Context: an optimization exercise on an open-source flow, tuned for small area, a short achievable clock period and few clock cycles. The choices shown serve that exercise and are no tape-out recipe. At most, simulation tests tie the RTL to the original design; equivalence was not proved.

Design midi_tempo_tracker, start of the top module:
module midi_tempo_tracker #(
    parameter int TIME_BITS      = 24,
    parameter int COUNT_BITS     = 16,
    parameter int FOLD_MIN_COUNT = 8
) (
    input  logic                  clk,
    input  logic                  rst_n,
    input  logic                  in_valid,
    output logic                  in_stall,
    input  logic [1:0]            event_kind,
    input  logic [6:0]            controller,
    input  logic [6:0]            ctrl_value,
    input  logic [TIME_BITS-1:0]  delta_time,
    output logic                  out_valid,
    input  logic                  out_stall,
    output logic [TIME_BITS-1:0]  note_period,
    output logic [TIME_BITS-1:0]  pedal_period,
    output logic [COUNT_BITS-1:0] note_count,
    output logic [1:0]            event_use,
    input  logic                  cfg_valid,
    output logic                  cfg_ready,
    input  logic [2:0]            cfg_index,
    input  logic [23:0]           cfg_data
);
Size in the first run: about 6900 cells after synthesis, ~700 flip-flops.
make LEC_CHECK=0 CAP_MARGIN=20 CORE_MARGIN=2 CORE_UTILIZATION=60 SLEW_MARGIN=20 finish   # period 10.0 ns
run.sh (not shown) runs the stock make flow with config.mk's settings and CLKGATE_MAP_FILE= SYNTH_SCRIPT=/design/flow/synth_recipe.tcl, a recipe that flattens the netlist after the stock synthesis.
The first run finished with timing, DRC and antenna clean.
Rerun with:
--- a/flow/design.v
+++ b/flow/design.v
@@ -186,28 +186,23 @@
     logic          owe_reg;       
     logic [1:0]    use_reg;
     logic [TB:0]   nsum_w, psum_w, hsum_w;
     logic [TB-1:0] nsum, psum, hsum;
     mtt_add #(.W(TB)) u_nsum (.a(ngap_reg), .b(ib_delta_reg), .ci(1'b0),
                               .s(nsum_w[TB-1:0]), .co(nsum_w[TB]));
     mtt_add #(.W(TB)) u_psum (.a(pgap_reg), .b(ib_delta_reg), .ci(1'b0),
                               .s(psum_w[TB-1:0]), .co(psum_w[TB]));
     assign nsum = fnote_reg ? ngap_reg : (nsum_w[TB] ? TMAX : nsum_w[TB-1:0]);
     assign psum = fpedal_reg ? pgap_reg : (psum_w[TB] ? TMAX : psum_w[TB-1:0]);
-    logic [TB+1:0] h3s, h3c, h3, h3h, h3g, h3d;
-    assign h3h = (TB+2)'(half_reg);
-    assign h3g = (TB+2)'(ngap_reg);
-    assign h3d = (TB+2)'(ib_delta_reg);
-    mtt_csa #(.W(TB+2)) u_h3c (.a(h3h), .b(h3g), .c(h3d), .s(h3s), .cy(h3c));
-    mtt_add #(.W(TB+2)) u_hsum (.a(h3s), .b(h3c), .ci(1'b0), .s(h3), .co());
-    assign hsum_w = {(h3[TB+1:TB] != '0) || nsum_w[TB], h3[TB-1:0]};
-    assign hsum   = hsum_w[TB] ? TMAX : hsum_w[TB-1:0];
+    mtt_add #(.W(TB)) u_hsum (.a(half_reg), .b(nsum), .ci(1'b0),
+                              .s(hsum_w[TB-1:0]), .co(hsum_w[TB]));
+    assign hsum = hsum_w[TB] ? TMAX : hsum_w[TB-1:0];
     logic [TB-1:0]   d;
     logic [PW-9:0]   wlo, whi, d1x, d2x;
     logic            whz;
     logic            w1l, w1hn, w2l, w2hn;
     logic            w1, w2, nempty, pempty, empty, direct;
     assign d   = ib_note_reg ? nsum : psum;
     assign wlo = ib_note_reg ? nlo_reg[PW-1:8] : plo_reg[PW-1:8];
     assign whi = ib_note_reg ? nhi_reg[PW-1:8] : phi_reg[PW-1:8];
     assign whz = ib_note_reg ? (nhi_reg[7:0] != '0) : (phi_reg[7:0] != '0);
     assign d1x = (PW-8)'(d);
@@ -235,23 +230,21 @@
     assign p_push = c_jp && direct;
     logic [TB-1:0] v;
     logic [CB-1:0] csel, cinc, csum;
     logic          cinc_co;
     logic [CB+1:0] c3sum;
     logic          fastok;
     assign v    = (ib_note_reg && !direct) ? hsum : d;
     assign csel = ib_note_reg ? nent_reg : pent_reg;
     mtt_add #(.W(CB)) u_cinc (.a(csel), .b('0), .ci(1'b1), .s(cinc), .co(cinc_co));
     assign csum = cinc_co ? CMAX : cinc;
-    logic [CB-1:0] c3in;
-    assign c3in = (st_reg == S_F) ? (nent_reg >> 1) : csum;
-    mtt_add #(.W(CB+2)) u_c3 (.a({2'b00, c3in}), .b({1'b0, c3in, 1'b0}), .ci(1'b0),
+    mtt_add #(.W(CB+2)) u_c3 (.a({2'b00, csum}), .b({1'b0, csum, 1'b0}), .ci(1'b0),
                               .s(c3sum), .co());
     assign fastok = !(ib_note_reg ? nbig_reg : pbig_reg) && (csel != '0) && !cinc_co;
     logic [KW-1:0] xr, xq, xg, xdl, xcnt, xhh;
     logic [KW-1:0] xs1, xc1, xs2, xc2, xs3, xc3, xs4, xc4, xd, xh, xfast;
     logic          dsat, hsat, xdbad, xhbad, xbad_w, xsat_w;
     assign xr   = KW'(ib_note_reg ? nrem_reg : prem_reg);
     assign xq   = ~(KW'(ib_note_reg ? nmean_reg : pmean_reg));
     assign xg   = KW'(ib_note_reg ? ngap_reg : pgap_reg);
     assign xdl  = KW'(ib_delta_reg);
     assign xcnt = KW'(cinc) << 1;
@@ -386,20 +379,23 @@
     logic [PW-6:0] mpx;
     assign mpx = (PW-5)'(pmean_reg);
     mtt_add #(.W(PW-5)) u_fl (.a(mpx), .b(~nlo_reg[PW-1:5]), .ci(1'b0), .s(), .co(fgl));
     mtt_add #(.W(PW-4)) u_fh (.a({mpx, 1'b0}), .b(~{nhi_reg[PW-1:5], (nhi_reg[4:0] != '0)}),
                               .ci(1'b1), .s(), .co(fghn));
     assign fold = (st_reg == S_P) && !kd_reg && fchk_reg &&
                   (nent_reg > CB'(FOLD_MIN_COUNT)) && fgl && !fghn;
     logic [TB:0] fsum_w;
     mtt_add #(.W(TB)) u_fsum (.a(nent_reg[0] ? rec2_reg : rec0_reg), .b(rec1_reg), .ci(1'b0),
                               .s(fsum_w[TB-1:0]), .co(fsum_w[TB]));
+    logic [CB+1:0] c3half;
+    mtt_add #(.W(CB+2)) u_c3h (.a({3'b000, nent_reg[CB-1:1]}), .b({2'b00, nent_reg[CB-1:1], 1'b0}),
+                               .ci(1'b0), .s(c3half), .co());
     logic consume, take, go, ov_now;
     assign ov_now    = ov_reg && !fold;
     assign consume   = ((st_reg == S_IDLE) || (st_reg == S_P && !fold)) &&
                        !dirty_n_reg && !dirty_p_reg && !(ov_now && out_stall);
     assign in_stall  = ib_valid_reg && !consume;
     assign take      = in_valid && !in_stall;
     assign go        = consume && ib_valid_reg;
     assign cfg_ready = 1'b1;
     assign out_valid = ov_now;
     always_ff @(posedge clk)
@@ -540,21 +536,21 @@
                 end
                 else
                 begin
                     nlo_reg <= pfirst_reg ? '0 : plnext;
                     nhi_reg <= pfirst_reg ? '0 : phnext;
                 end
             end
             S_F:
             begin
                 cdiv_reg <= nent_reg >> 1;
-                c3_reg   <= c3sum;
+                c3_reg   <= c3half;
                 rec0_reg <= fsum_w[TB] ? TMAX : fsum_w[TB-1:0];
                 rec1_reg <= '0;
                 rec2_reg <= '0;
                 fchk_reg <= 1'b0;
             end
             default: ;
         endcase
         if (go)
         begin
             if (c_fn || c_fp)
Effect: Clock-buffer cell count went up by 3. Register-to-register slack gains 0.03 ns. Maximum frequency barely changes. Sequential cell count is unchanged. Final area went down by about 1.5%.
Testbench counts after the change, summed over its fixed seeds: cycles 9,095.
For the first run of this note, only the layout was checked, not whether the RTL still works.

---

old:
midi_tempo_tracker, a different RTL version from the one above (not shown whole).
Size in the first run: roughly 670 flip-flops, roughly 140 I/O pins, ~60000 um^2 of cells after synthesis.
Settings: LEC_CHECK=0, CAP_MARGIN=20, CORE_MARGIN=2, CORE_UTILIZATION=40, SLEW_MARGIN=20; clock period 10.0 ns.
old closes out successfully: all stages finished, all timing, DRC and antenna checks passed.
Testbench counts of old, summed over its fixed seeds: cycles 10,749.
Setup changes, old to new
--- a/flow/design.v
+++ b/flow/design.v
@@ -226,23 +226,20 @@
             pbase_l = plk;
             pbase_h = phk;
         end
         else
         begin
             pbase_l = plk << NB;
             pbase_h = phk << NB;
         end
     end
-    logic signed [12:0] lo_s, hi_s;
-    assign lo_s   = {1'b0, lo_reg};
-    assign hi_s   = {1'b0, hi_reg};
-    assign lprod  = lo_s * m_reg;
-    assign hprod  = hi_s * m_reg;
+    assign lprod  = $signed({1'b0, lo_reg}) * m_reg;
+    assign hprod  = $signed({1'b0, hi_reg}) * m_reg;
     assign plnext = pbase_l + {{(PW-NB-13){lprod[NB+12]}}, lprod};
     assign phnext = pbase_h + {{(PW-NB-13){hprod[NB+12]}}, hprod};
     logic fold;
     assign fold = !kd_reg && fchk_reg && (nent_reg > CB'(FOLD_MIN_COUNT)) &&
                   ((PW-5)'(pmean_reg) > plnext[PW-1:5]) &&
                   ({(PW-5)'(pmean_reg), 1'b0} < {phnext[PW-1:5], (phnext[4:0] != '0)});
     logic [TB:0] fsum_w;
     assign fsum_w = {1'b0, nent_reg[0] ? rec2_reg : rec0_reg} + {1'b0, rec1_reg};
     logic [TB-1:0] qadd;
Notes after the runs:
From old to new, number of detailed-routing iterations run before antenna repair did not move at all.
old → new: proportion of cell area spent on the clock network flat; simple-gate area share of the yosys netlist flat; worst path setup slack after routing flat; net count of the mapped netlist flat; amount of wire on met3 after detailed routing flat.
Diff old..new | worst slew margin relative to its limit | unchanged
new -> old: layout-stage area growth over the synthesis result delta 0, exact match
Looking at old and new, the number of cell rows is a wash.
The RTL of new was laid out without a check of its function.

## afterwards: timing with drivers on the ports
The results above use ideal ports. As a check the final layouts listed here were re-extracted and re-timed, cells and wires unchanged.
Step 1, drivers: a clkbuf_16 drives clk and a buf_2 each remaining input, both assumed.
Step 2 adds t to the input delays and takes it off the output delays; t is the mean of the earliest and latest rising clock arrival at the registers after step 1. Input paths then give back, and output paths get back, about the clock's delay inside the block.
a / b / c = no drivers / after step 1 / after step 2; a / b = the first two.
| run | t (ns) | setup WS [ns] | clock arrival spread, ns | worst slew at a driven data input, ns |
|---|---|---|---|---|
| the first run of note 1 | 0.764 | 0.696 / 0.696 / 0.696 | 0.047 / 0.047 | 0.05 |
| the second run of note 1 | 0.750 | 0.723 / 0.723 / 0.723 | 0.039 / 0.039 | 0.07 |
| old | 0.791 | 0.530 / 0.530 / 0.530 | 0.044 / 0.044 | 0.05 |
| new | 0.791 | 0.530 / 0.530 / 0.530 | 0.044 / 0.044 | 0.05 |
After both steps every run listed still meets setup and hold.
